Background: an optimization exercise with open tools, aiming at small area, a short achievable clock period and few clock cycles per item. Do not read the settings as production practice.
Function was checked by simulation only, so behaviour that the tests miss may differ from the original.
Power and IR drop assume default switching activity.

// multichannel_running_median
module multichannel_running_median (
    input  wire                                  i_clk,
    input  wire                                  i_rst_n,
    input  wire                                  i_in_valid,
    output logic                                 i_in_ready,
    input  wire  [mrm_pkg::CH_W-1:0]             i_in_channel,
    input  wire  [mrm_pkg::SAMPLE_W-1:0]         i_in_sample,
    output logic                                 o_out_valid,
    input  wire                                  o_out_ready,
    output logic [mrm_pkg::CH_W-1:0]             o_out_channel,
    output logic [mrm_pkg::SAMPLE_W-1:0]         o_out_median
);
clock: 5.3 ns
lec_check: 0
abc_clock_period_in_ps: 2300
cap_margin: 20
core_margin: 2
core_utilization: 62
cts_cluster_diameter: 60
cts_cluster_size: 28
place_density: 0.75
setup_slack_margin: 3.3
slew_margin: 20
run.sh (not shown) runs the stock make flow with config.mk's settings and CLKGATE_MAP_FILE= SYNTH_SCRIPT=/design/flow/synth_recipe.tcl, a recipe that flattens the netlist after the stock synthesis.
The baseline produced a clean layout.
Testbench counts at the start, summed over its fixed seeds: cycles 24,024, items 24,000.
Rerun with:
Settings changed: SETUP_SLACK_MARGIN 3.3 to 3.15.
Cell area goes down slightly.
Sequential share of layout area goes up by 0.98 points.
Critical path depth stays the same.
Power goes up slightly.
Sequential cell count stays the same.
Non-clock buffer count goes down by 17.
Clock-buffer cell count goes up by 5.
Cell count goes down slightly.
Routed wire length goes down by a few percent.
Rerun with:
Settings changed: CORE_UTILIZATION 62 to 64, PLACE_DENSITY 0.75 to 0.78, SETUP_SLACK_MARGIN 3.15 to 3.1.
What happened: Sequential share of layout area came out higher by 0.32 points; combinational power came out lower by about 2.8%; hold slack gets worse by 0.0061 ns; final cell count came out lower by about 2.3%; synthesized cell count is unchanged; power came out higher by 1.5%; via count barely changes.
Rerun with:
Settings changed: SETUP_SLACK_MARGIN 3.1 to 3.2.
Synthesized area does not change. Cell area climbs by 0.75%. Setup slack gains 0.0074 ns. Via count increases by 0.64%. Die area is unchanged. Power is about the same. Critical path depth goes down by 5. Routed wire length is higher by 1.3%. Global-route usage came out higher by 0.19 points.

---

Setup of lane 1:
multichannel_running_median again, from the RTL that the note above started with.
// multichannel_running_median
module multichannel_running_median (
    input  wire                                  i_clk,
    input  wire                                  i_rst_n,
    input  wire                                  i_in_valid,
    output logic                                 i_in_ready,
    input  wire  [mrm_pkg::CH_W-1:0]             i_in_channel,
    input  wire  [mrm_pkg::SAMPLE_W-1:0]         i_in_sample,
    output logic                                 o_out_valid,
    input  wire                                  o_out_ready,
    output logic [mrm_pkg::CH_W-1:0]             o_out_channel,
    output logic [mrm_pkg::SAMPLE_W-1:0]         o_out_median
);
==> flow/config.mk <==
export PLATFORM = sky130hd
export DESIGN_NAME = multichannel_running_median
export DESIGN_NICKNAME = multichannel_running_median
export VERILOG_FILES = /design/flow/design.v
export SDC_FILE = /design/flow/constraint.sdc
export NUM_CORES = 4
export LEC_CHECK = 0
export ABC_CLOCK_PERIOD_IN_PS = 2300
export CAP_MARGIN = 20
export CORE_MARGIN = 2
export CORE_UTILIZATION = 66
export CTS_CLUSTER_DIAMETER = 60
export CTS_CLUSTER_SIZE = 28
export PLACE_DENSITY = 0.8
export SETUP_SLACK_MARGIN = 3.2
export SLEW_MARGIN = 20
==> flow/constraint.sdc <==
create_clock -name core_clock -period 5.3 [get_ports {i_clk}]
set_input_delay 1.0600 -clock core_clock [delete_from_list [all_inputs] [get_ports {i_clk}]]
set_output_delay 1.0600 -clock core_clock [all_outputs]
set_load 0.01 [all_outputs]
Every stage of the flow completed for lane 1, and the final layout passed the timing, design-rule and antenna checks.
Testbench counts of lane 1, summed over its fixed seeds: cycles 24,024, items 24,000.
Input changes introduced in lane 2 (baseline for comparison: lane 1):
Settings: a change of PLACE_DENSITY from 0.8 to 0.75; a change of CORE_UTILIZATION from 66 to 60; a change of SETUP_SLACK_MARGIN from 3.2 to 3.0.
==> run summary <==
Lane 2 finished every stage and its layout cleared the timing, design-rule and antenna checks. Global routing usage summed across all routing layers (lane 2 over lane 1): decrease, 3.9 points. Diff lane 1..lane 2 | count of multi-input combinational gates | negligible. Cell area ends up lower on lane 2. Reported for lane 1 and lane 2, net count after synthesis turned out identical to the last digit.

static timing again, ports no longer ideal:
Ports are ideal in the flow. The routed layouts listed here were re-timed in OpenROAD. Step 1 sets driving cells, clkbuf_16 on the clock port and buf_2 on the other inputs (assumed; they add their load-dependent delay and slew). Step 2 adds t to the input delays and takes it off the output delays; t is the mean of the earliest and latest rising clock arrival at the registers after step 1. Input paths then give back, and output paths get back, about the clock's delay inside the block. Slacks: ideal / step 1 / step 2; pairs: ideal / step 1.
run | t, ns | setup slack, ns | worst data-port slew with drivers (ns)
the first run of note 1 | 0.672 | 3.069 / 3.014 / 2.568 | 0.10
the second run of note 1 | 0.667 | 3.057 / 2.998 / 2.429 | 0.09
the third run of note 1 | 0.663 | 3.067 / 3.030 / 2.424 | 0.09
the fourth run of note 1 | 0.666 | 3.075 / 3.019 / 2.511 | 0.09
lane 1 | 0.645 | 3.078 / 3.025 / 2.471 | 0.13
lane 2 | 0.655 | 3.024 / 2.970 / 2.371 | 0.07
After both steps every run listed still meets setup and hold. For lane 2, which loses most, drivers alone change the setup slack by -0.054 ns; drivers and shift together by -0.653 ns.
